This design comes from an exercise in tuning for small area, a short achievable clock period and few clock cycles on the open sky130 flow, not from production work.
Function was checked by simulation only, so behaviour that the tests miss may differ from the original.
No activity file was given, so power comes from the tool's default toggle rates.

File: flow/design.v
`timescale 1ns / 1ps
`default_nettype none
package ccks_pkg;
   localparam int YEAR_W   = 14;
   localparam int MONTH_W  = 8;
   localparam int DAY_W    = 8;
   localparam int HMS_W    = 7;
   localparam int COL_W    = 4;
   localparam int KEY_W    = 5;
   localparam int REQ_DATA_W = 8;
   localparam int RSP_DATA_W = 64;
   localparam logic OP_TICK = 1'b0;
   localparam logic OP_KEY  = 1'b1;
   localparam logic [KEY_W-1:0] KEY_ROW_TOGGLE = 5'd4;
   localparam logic [KEY_W-1:0] KEY_RIGHT      = 5'd12;
   localparam logic [KEY_W-1:0] KEY_LEFT       = 5'd13;
   localparam logic [KEY_W-1:0] KEY_RUN        = 5'd15;
   localparam logic [KEY_W-1:0] KEY_SETUP      = 5'd16;
   localparam logic [YEAR_W-1:0] YEAR_LAST = 14'd9999;
   typedef struct packed {
      logic [YEAR_W-1:0]  year;
      logic [MONTH_W-1:0] month;
      logic [DAY_W-1:0]   day;
      logic [HMS_W-1:0]   hour;
      logic [HMS_W-1:0]   minute;
      logic [HMS_W-1:0]   second;
      logic               cursor_row;
      logic [COL_W-1:0]   cursor_col;
      logic               running;
   } cal_state_type;
   localparam cal_state_type CAL_RESET = {
      14'd2001, 8'd2, 8'd28, 7'd23, 7'd59, 7'd57, 1'b0, 4'd15, 1'b0
   };
endpackage
`default_nettype wire
`timescale 1ns / 1ps
`default_nettype none
module ccks_tick (
   input  ccks_pkg::cal_state_type cur,
   output ccks_pkg::cal_state_type nxt
);
   logic leap;
   function automatic logic long_month(input logic [ccks_pkg::MONTH_W-1:0] m);
      long_month = m == 8'd1 || m == 8'd3 || m == 8'd5 || m == 8'd7 || m == 8'd8 || m == 8'd10;
   endfunction
   function automatic logic short_month(input logic [ccks_pkg::MONTH_W-1:0] m);
      short_month = m == 8'd4 || m == 8'd6 || m == 8'd9 || m == 8'd11;
   endfunction
   function automatic logic [ccks_pkg::YEAR_W-1:0] bump_year(input logic [ccks_pkg::YEAR_W-1:0] y);
      bump_year = (y >= ccks_pkg::YEAR_LAST) ? '0 : y + 14'd1;
   endfunction
   always_comb begin
      nxt  = cur;
      leap = (cur.year[1:0] == 2'd0);
      if (nxt.hour > 7'd23) begin
         nxt.hour   = 7'd23;
         nxt.minute = '0;
         nxt.day    = nxt.day + 8'd1;
      end
      if (nxt.month > 8'd12) begin
         if (nxt.day > 8'd31) begin
            nxt.day = 8'd1;
         end
         nxt.month = 8'd1;
         nxt.year  = bump_year(nxt.year);
         leap      = (nxt.year[1:0] == 2'd0);
      end
      if (long_month(nxt.month)) begin
         if (nxt.day > 8'd31) begin
            nxt.day   = 8'd1;
            nxt.month = nxt.month + 8'd1;
         end
      end else if (short_month(nxt.month)) begin
         if (nxt.day > 8'd30) begin
            nxt.day   = 8'd1;
            nxt.month = nxt.month + 8'd1;
         end
      end else if (nxt.month == 8'd2) begin
         if (nxt.day > (leap ? 8'd29 : 8'd28)) begin
            nxt.day   = 8'd1;
            nxt.month = nxt.month + 8'd1;
         end
      end
      leap       = (nxt.year[1:0] == 2'd0);
      nxt.second = nxt.second + 7'd1;
      if (nxt.second > 7'd59) begin
         nxt.second = '0;
         nxt.minute = nxt.minute + 7'd1;
      end
      if (nxt.minute > 7'd59) begin
         nxt.minute = '0;
         nxt.hour   = nxt.hour + 7'd1;
      end
      if (nxt.hour > 7'd23) begin
         nxt.hour = '0;
         nxt.day  = nxt.day + 8'd1;
      end
      if (long_month(nxt.month) && nxt.day == 8'd32) begin
         nxt.day   = 8'd1;
         nxt.month = nxt.month + 8'd1;
      end else if (short_month(nxt.month) && nxt.day == 8'd31) begin
         nxt.day   = 8'd1;
         nxt.month = nxt.month + 8'd1;
      end else if (nxt.month == 8'd2 && nxt.day == (leap ? 8'd30 : 8'd29)) begin
         nxt.day   = 8'd1;
         nxt.month = nxt.month + 8'd1;
      end
      if (nxt.month == 8'd12 && nxt.day == 8'd32) begin
         nxt.day   = 8'd1;
         nxt.month = 8'd1;
         nxt.year  = bump_year(nxt.year);
      end
   end
endmodule
`default_nettype wire
`timescale 1ns / 1ps
`default_nettype none
module ccks_key (
   input  ccks_pkg::cal_state_type          cur,
   input  logic [ccks_pkg::KEY_W-1:0]       key,
   output ccks_pkg::cal_state_type          nxt
);
   localparam logic [ccks_pkg::COL_W-1:0] COL_YEAR_3  = 4'd6;
   localparam logic [ccks_pkg::COL_W-1:0] COL_YEAR_2  = 4'd7;
   localparam logic [ccks_pkg::COL_W-1:0] COL_YEAR_1  = 4'd8;
   localparam logic [ccks_pkg::COL_W-1:0] COL_YEAR_0  = 4'd9;
   localparam logic [ccks_pkg::COL_W-1:0] COL_MONTH_1 = 4'd11;
   localparam logic [ccks_pkg::COL_W-1:0] COL_MONTH_0 = 4'd12;
   localparam logic [ccks_pkg::COL_W-1:0] COL_DAY_1   = 4'd14;
   localparam logic [ccks_pkg::COL_W-1:0] COL_DAY_0   = 4'd15;
   localparam logic [ccks_pkg::COL_W-1:0] COL_HOUR_1  = 4'd6;
   localparam logic [ccks_pkg::COL_W-1:0] COL_HOUR_0  = 4'd7;
   localparam logic [ccks_pkg::COL_W-1:0] COL_MIN_1   = 4'd9;
   localparam logic [ccks_pkg::COL_W-1:0] COL_MIN_0   = 4'd10;
   localparam logic [ccks_pkg::COL_W-1:0] COL_SEC_1   = 4'd12;
   localparam logic [ccks_pkg::COL_W-1:0] COL_SEC_0   = 4'd13;
   logic              is_digit;
   logic [3:0]        digit;
   logic [ccks_pkg::YEAR_W-1:0] d14;
   logic [ccks_pkg::YEAR_W-1:0] y_r1000;
   logic [ccks_pkg::YEAR_W-1:0] y_r100;
   logic [ccks_pkg::YEAR_W-1:0] y_r10;
   function automatic logic [ccks_pkg::YEAR_W-1:0] rem_by(input logic [ccks_pkg::YEAR_W-1:0] v,
                                                input logic [ccks_pkg::YEAR_W-1:0] step);
      logic [ccks_pkg::YEAR_W-1:0] r;
      r = v;
      for (int k = 1; k <= 16; k++) begin
         if (int'(v) >= int'(step) * k) begin
            r = v - ccks_pkg::YEAR_W'(int'(step) * k);
         end
      end
      rem_by = r;
   endfunction
   function automatic logic [ccks_pkg::YEAR_W-1:0] set_tens(input logic [ccks_pkg::YEAR_W-1:0] v,
                                                  input logic [ccks_pkg::YEAR_W-1:0] d);
      logic [ccks_pkg::YEAR_W-1:0] r100;
      logic [ccks_pkg::YEAR_W-1:0] r10;
      r100 = rem_by(v, 14'd100);
      r10  = rem_by(r100, 14'd10);
      set_tens = v - r100 + d * 14'd10 + r10;
   endfunction
   function automatic logic [ccks_pkg::YEAR_W-1:0] set_ones(input logic [ccks_pkg::YEAR_W-1:0] v,
                                                  input logic [ccks_pkg::YEAR_W-1:0] d);
      logic [ccks_pkg::YEAR_W-1:0] r10;
      r10 = rem_by(rem_by(v, 14'd100), 14'd10);
      set_ones = v - r10 + d;
   endfunction
   always_comb begin
      is_digit = 1'b1;
      case (key)
         5'd1, 5'd2, 5'd3:   digit = key[3:0];
         5'd5, 5'd6, 5'd7:   digit = key[3:0] - 4'd1;
         5'd9, 5'd10, 5'd11: digit = key[3:0] - 4'd2;
         5'd14:              digit = 4'd0;
         default: begin
            digit    = 4'd0;
            is_digit = 1'b0;
         end
      endcase
   end
   assign d14     = {{(ccks_pkg::YEAR_W-4){1'b0}}, digit};
   assign y_r1000 = rem_by(cur.year, 14'd1000);
   assign y_r100  = rem_by(y_r1000, 14'd100);
   assign y_r10   = rem_by(y_r100, 14'd10);
   always_comb begin
      nxt = cur;
      if (key == ccks_pkg::KEY_RIGHT) begin
         nxt.cursor_col = cur.cursor_col + 4'd1;
      end else if (key == ccks_pkg::KEY_LEFT) begin
         nxt.cursor_col = cur.cursor_col - 4'd1;
      end else if (key == ccks_pkg::KEY_ROW_TOGGLE) begin
         nxt.cursor_row = ~cur.cursor_row;
      end else if (is_digit) begin
         if (cur.cursor_row == 1'b0) begin
            case (cur.cursor_col)
               COL_YEAR_3:  nxt.year = y_r1000 + d14 * 14'd1000;
               COL_YEAR_2:  nxt.year = cur.year - y_r1000 + d14 * 14'd100 + y_r100;
               COL_YEAR_1:  nxt.year = cur.year - y_r100 + d14 * 14'd10 + y_r10;
               COL_YEAR_0:  nxt.year = cur.year - y_r10 + d14;
               COL_MONTH_1: nxt.month = ccks_pkg::MONTH_W'(set_tens(ccks_pkg::YEAR_W'(cur.month), d14));
               COL_MONTH_0: nxt.month = ccks_pkg::MONTH_W'(set_ones(ccks_pkg::YEAR_W'(cur.month), d14));
               COL_DAY_1:   nxt.day = ccks_pkg::DAY_W'(set_tens(ccks_pkg::YEAR_W'(cur.day), d14));
               COL_DAY_0:   nxt.day = ccks_pkg::DAY_W'(set_ones(ccks_pkg::YEAR_W'(cur.day), d14));
               default:     nxt = cur;
            endcase
         end else begin
            case (cur.cursor_col)
               COL_HOUR_1: nxt.hour = ccks_pkg::HMS_W'(set_tens(ccks_pkg::YEAR_W'(cur.hour), d14));
               COL_HOUR_0: nxt.hour = ccks_pkg::HMS_W'(set_ones(ccks_pkg::YEAR_W'(cur.hour), d14));
               COL_MIN_1:  nxt.minute = ccks_pkg::HMS_W'(set_tens(ccks_pkg::YEAR_W'(cur.minute), d14));
               COL_MIN_0:  nxt.minute = ccks_pkg::HMS_W'(set_ones(ccks_pkg::YEAR_W'(cur.minute), d14));
               COL_SEC_1:  nxt.second = ccks_pkg::HMS_W'(set_tens(ccks_pkg::YEAR_W'(cur.second), d14));
               COL_SEC_0:  nxt.second = ccks_pkg::HMS_W'(set_ones(ccks_pkg::YEAR_W'(cur.second), d14));
               default:    nxt = cur;
            endcase
         end
      end
   end
endmodule
`default_nettype wire
`timescale 1ns / 1ps
`default_nettype none
module calendar_clock_with_keypad_setup_unit (
   input  wire                                clock,
   input  wire                                reset,
   input  wire                                req_tvalid,
   output logic                               req_tready,
   input  wire  [ccks_pkg::REQ_DATA_W-1:0]    req_tdata,   
   input  wire                                req_tuser,   
   output logic                               rsp_tvalid,
   input  wire                                rsp_tready,
   output logic [ccks_pkg::RSP_DATA_W-1:0]    rsp_tdata
);
   logic                  in_valid_ff;
   logic                  in_valid_in;
   logic                  in_op_ff;
   logic [ccks_pkg::KEY_W-1:0]      in_key_ff;
   logic                  rsp_valid_ff;
   logic                  rsp_valid_in;
   logic [ccks_pkg::RSP_DATA_W-1:0] rsp_data_ff;
   logic [ccks_pkg::RSP_DATA_W-1:0] rsp_data_in;
   ccks_pkg::cal_state_type         state_ff;
   ccks_pkg::cal_state_type         state_in;
   ccks_pkg::cal_state_type         tick_next;
   ccks_pkg::cal_state_type         key_next;
   logic                  out_free;
   logic                  fire;
   logic                  take;
   ccks_tick u_tick (
      .cur (state_ff),
      .nxt (tick_next)
   );
   ccks_key u_key (
      .cur (state_ff),
      .key (in_key_ff),
      .nxt (key_next)
   );
   assign out_free   = !rsp_valid_ff || rsp_tready;
   assign fire       = in_valid_ff && out_free;
   assign req_tready = !in_valid_ff || out_free;
   assign take       = req_tvalid && req_tready;
   always_comb begin
      state_in = state_ff;
      if (in_op_ff == ccks_pkg::OP_TICK) begin
         if (state_ff.running) begin
            state_in = tick_next;
         end
      end else if (in_key_ff == ccks_pkg::KEY_RUN) begin
         state_in.running = 1'b1;
      end else if (in_key_ff == ccks_pkg::KEY_SETUP) begin
         state_in.running = 1'b0;
      end else if (!state_ff.running) begin
         state_in = key_next;
      end
   end
   assign in_valid_in  = take ? 1'b1 : (fire ? 1'b0 : in_valid_ff);
   assign rsp_valid_in = fire ? 1'b1 : (rsp_tready ? 1'b0 : rsp_valid_ff);
   assign rsp_data_in  = {7'd0, state_in.running, state_in.cursor_col, state_in.cursor_row,
                          state_in.second, state_in.minute, state_in.hour,
                          state_in.day, state_in.month, state_in.year};
   always_ff @(posedge clock) begin
      if (reset) begin
         in_valid_ff  <= 1'b0;
         rsp_valid_ff <= 1'b0;
         state_ff     <= ccks_pkg::CAL_RESET;
      end else begin
         in_valid_ff  <= in_valid_in;
         rsp_valid_ff <= rsp_valid_in;
         if (fire) begin
            state_ff <= state_in;
         end
      end
   end
   always_ff @(posedge clock) begin
      if (take) begin
         in_op_ff  <= req_tuser;
         in_key_ff <= req_tdata[ccks_pkg::KEY_W-1:0];
      end
      if (fire) begin
         rsp_data_ff <= rsp_data_in;
      end
   end
   assign rsp_tvalid = rsp_valid_ff;
   assign rsp_tdata  = rsp_data_ff;
endmodule
`default_nettype wire
File: flow/config.mk
export PLATFORM = sky130hd
export DESIGN_NAME = calendar_clock_with_keypad_setup_unit
export DESIGN_NICKNAME = calendar_clock_with_keypad_setup_unit
export VERILOG_FILES = /design/flow/design.v
export SDC_FILE = /design/flow/constraint.sdc
export NUM_CORES = 4
export LEC_CHECK = 0
export CAP_MARGIN = 20
export CORE_MARGIN = 2
export CORE_UTILIZATION = 40
export SLEW_MARGIN = 20
File: flow/constraint.sdc
create_clock -name core_clock -period 14.0 [get_ports {clock}]
set_input_delay 2.8000 -clock core_clock [delete_from_list [all_inputs] [get_ports {clock}]]
set_output_delay 2.8000 -clock core_clock [all_outputs]
set_load 0.01 [all_outputs]
File: flow/run.sh
#!/bin/bash
# synth_recipe.tcl (not shown) runs the flow's synth.tcl, then flattens the netlist and writes it again
# the make line also repeats each setting of config.mk as NAME=value (left out here)
make -C /OpenROAD-flow-scripts/flow DESIGN_CONFIG=/design/flow/config.mk WORK_HOME=/design/flow/orfs CLKGATE_MAP_FILE= SYNTH_SCRIPT=/design/flow/synth_recipe.tcl finish
==> impl_metrics.json <==
{
  "final-max-slew-violation-count": 0,
  "place_ws_ps": 598,
  "syn_area_um2": 35600,
  "fmax_mhz": 74.2,
  "fin_setup_tns_ps": 0,
  "clockBufferDepth": 2,
  "tightestPinTransition_ps": 1080,
  "rows": 109,
  "io_pins": 79,
  "drt_iter0_markers": 4983,
  "required_ps": 14190,
  "critPathKind": "flip-flop to flip-flop",
  "fin_crit_sh_pct": 96.3,
  "rsz0062_at_grt": "no",
  "p_leak_nw": 15.6,
  "start_kind": "flip-flop",
  "synth.most_common_cell": "nand2_1",
  "clock_skew_ps": 29.0,
  "cp_common_cell": "a21oi_1",
  "status": "timing/DRC/antenna clean",
  "nNetsFinal": 5466,
  "finalSetupViolCount": 0,
  "fp.dieArea_um2": 91400,
  "finalHoldViolCount": 0,
  "fill_cells": 9007,
  "clk_pin_slew_ps": 80,
  "synthTopCellsByArea": "ha_1 (14%), fa_1 (7.1%), a21oi_1 (6.4%)",
  "period_minus_slack_ps": 13480,
  "cts_hold_buf": 0,
  "wl_per_cell_um": 23.7,
  "drt_first_pass_iters": 6,
  "synthFlopType": "edfxtp_1",
  "async_flop_share_pct": 0,
  "area_growth_pct": 8.75,
  "hold_class": "flip-flop to flip-flop",
  "core_um2": 88200,
  "finalPower_mw": 6.64,
  "die_x_um": 302,
  "synth_edf_count": 63,
  "netlist.area_leader.share_pct": 14.2,
  "cts_made_buffers": 17,
  "critPathArrivalTime_ps": 13670,
  "cts.htree.levels": 4,
  "cp-end-kind": "flip-flop",
  "drc": 0,
  "antenna_found_initial": 1,
  "syn_inst": 4928,
  "ys_seq_area_share_pct": 8.64,
  "vdd_drop_max_mv": 0.195,
  "track_usage_pct": 30.5,
  "fp.dieH_um": 302,
  "ys_ff_latch": 122,
  "clock-sinks": 122,
  "grt_pass1_wl_mm": 220,
  "cp_slowest_stage_delay_ps": 630,
  "power_density_nw_per_um2": 172,
  "port_buffers": 68,
  "dp_hpwl_mm": 109,
  "clock-root-buffer": "clkbuf_16",
  "grt_pass1_vias": 36775,
  "grt_max_degree": 65,
  "yosysWarnings": 3,
  "max-slew-margin-rel_pct": 27.3,
  "critPathSlowestCell": "o41ai_1",
  "cts_tree": "yes",
  "place_congestion": 1.03,
  "ant_nets": 0,
  "grt-ovfl-total": 0,
  "yosysUniqueCellTypes": 123,
  "avgViaCountPerCell": 6.54,
  "avgSynthCellArea_um2": 7.22,
  "setup_ws_ps": 517,
  "totalWireLength_mm": 144,
  "yosysTopAreaCell": "ha_1",
  "final_layout_size_suffix_gt1_share_pct": 7.50,
  "clk_latency_ps": 470,
  "cap_violations": 0,
  "vias": 39908,
  "start_util_pct": 40.3,
  "ys_top_cells_by_count": "nand2_1 (464), a21oi_1 (453), ha_1 (405)",
  "cp_max_fo": 16
}
==> worst paths after layout <==
kind,startpoint,to,slack [ps],cells past startpoint
setup reg to reg,state_ff[50],rsp_data_ff[13],520,56
setup / recovery,state_ff[50],rsp_data_ff[13],520,56
hold reg to reg,state_ff[47],state_ff[47],530,2
hold / removal,state_ff[47],state_ff[47],530,2
==> cell families (layout without fill, tap and decap cells) <==
kind of cell | Yosys count | in the layout | share of synthesized area [%]
AO/OA/AOI/OAI | 1785 | 1785 | 34.0
AND/OR/NAND/NOR | 1546 | 1546 | 21.0
buffers and inverters | 624 | 624 | 7.02
adder cells (fa/ha/maj) | 532 | 532 | 21.4
XOR/XNOR | 276 | 276 | 6.81
flip-flops | 122 | 122 | 8.64
multiplexers | 42 | 42 | 1.23
other | 1 | 8 | 0.0105
==> worst max-delay path: cells and delay by family, from the launching register on <==
| family | cells | cell delay [ps] |
|---|---|---|
| AO/OA/AOI/OAI | 29 | 6670 |
| XOR/XNOR | 5 | 730 |
| adder cells (fa/ha/maj) | 5 | 1950 |
| buffers and inverters | 7 | 1520 |
| flip-flops | 1 | 340 |
| AND/OR/NAND/NOR | 10 | 1950 |
==> state kept, by name (all words and copies together), names as in the netlist <==
name and flops:
state_ff 57, rsp_data_ff 57, rsp_valid_ff 1, in_valid_ff 1
in_key_ff 5, in_op_ff 1
==> through the flow <==
step                      std cells  instance area, um^2  hold WS, ps  utilization [%]
after floorplan                4934                35600          487                -
after global placement         6061                38000          512             43.0
after detailed placement       6061                38000          522             43.0
after CTS                      6093                38600          537             43.7
after global routing           6099                38700          566             43.9
final                          6100                38700          532             43.9
==> where the power goes <==
group / switching (mW) / internal (mW)
Combinational: 3.42 / 2.29
Sequential: 0.0355 / 0.398
Clock: 0.224 / 0.270
Total: 3.68 / 2.96
==> metal layers <==
metal	routed length (um)	part of all wire, %	global-route usage, %	vias to the layer above
met4	5590	3.9	10.8	0
met5	0	0	0	-
met2	62000	43	46.7	2372
met1	61600	43	42.4	18935
met3	15100	10	5.83	357
li1	-	-	-	18244
==> cells in the final DEF, fill, tap and decap left out, types with 103 or more instances in the layout <==
cell type  instances
o21ai_0          296
nand3_1          173
fa_1             127
buf_4            195
nand2_1          463
xnor2_1          227
a21oi_1          453
inv_1            302
ha_1             402
nor3_1           103
nor2_1           380
==> repair_timing <==
item / 4_1_cts / 5_1_grt
setup endpoints to repair: 0 / 8
gates resized for setup: 0 / 20
setup buffers: 0 / 5
==> layout make-up <==
class                   count  area, um^2  share of cell area (%)
flip-flops and latches    122        3080                    7.96
clock inverters            15         184                   0.475
diodes                      1        2.50                 0.00647
repair buffers            263        2140                    5.53
inverters                 329        1240                    3.21
clock buffers              17         425                    1.10
multi-input cells        4188       30200                    78.0
well taps                1165        1460                    3.77
Testbench counts, summed over its fixed seeds: cycles 40,016.

## port drivers added, routing unchanged
Ports are ideal in the flow. The routed layout listed here was re-timed in OpenROAD.
Step 1 assumes that a clkbuf_16 drives the clock port and a buf_2 every other input.
Step 2 also shifts input and output timing later by t, the mid clock arrival at the registers, as if the neighbouring blocks saw the same clock.
Three values: ideal, step 1, step 2; two values: the first two.
t, ns: 0.504
setup slack, ns: 0.517 / 0.517 / 0.517
worst setup path after step 2: register to register
worst register clock-pin slew, ns: 0.09 / 0.09
cell pins on the clock port's net: 1
After both steps this run still meets setup and hold. For this run, drivers alone change the setup slack by 0.000 ns; drivers and shift together by 0.000 ns.
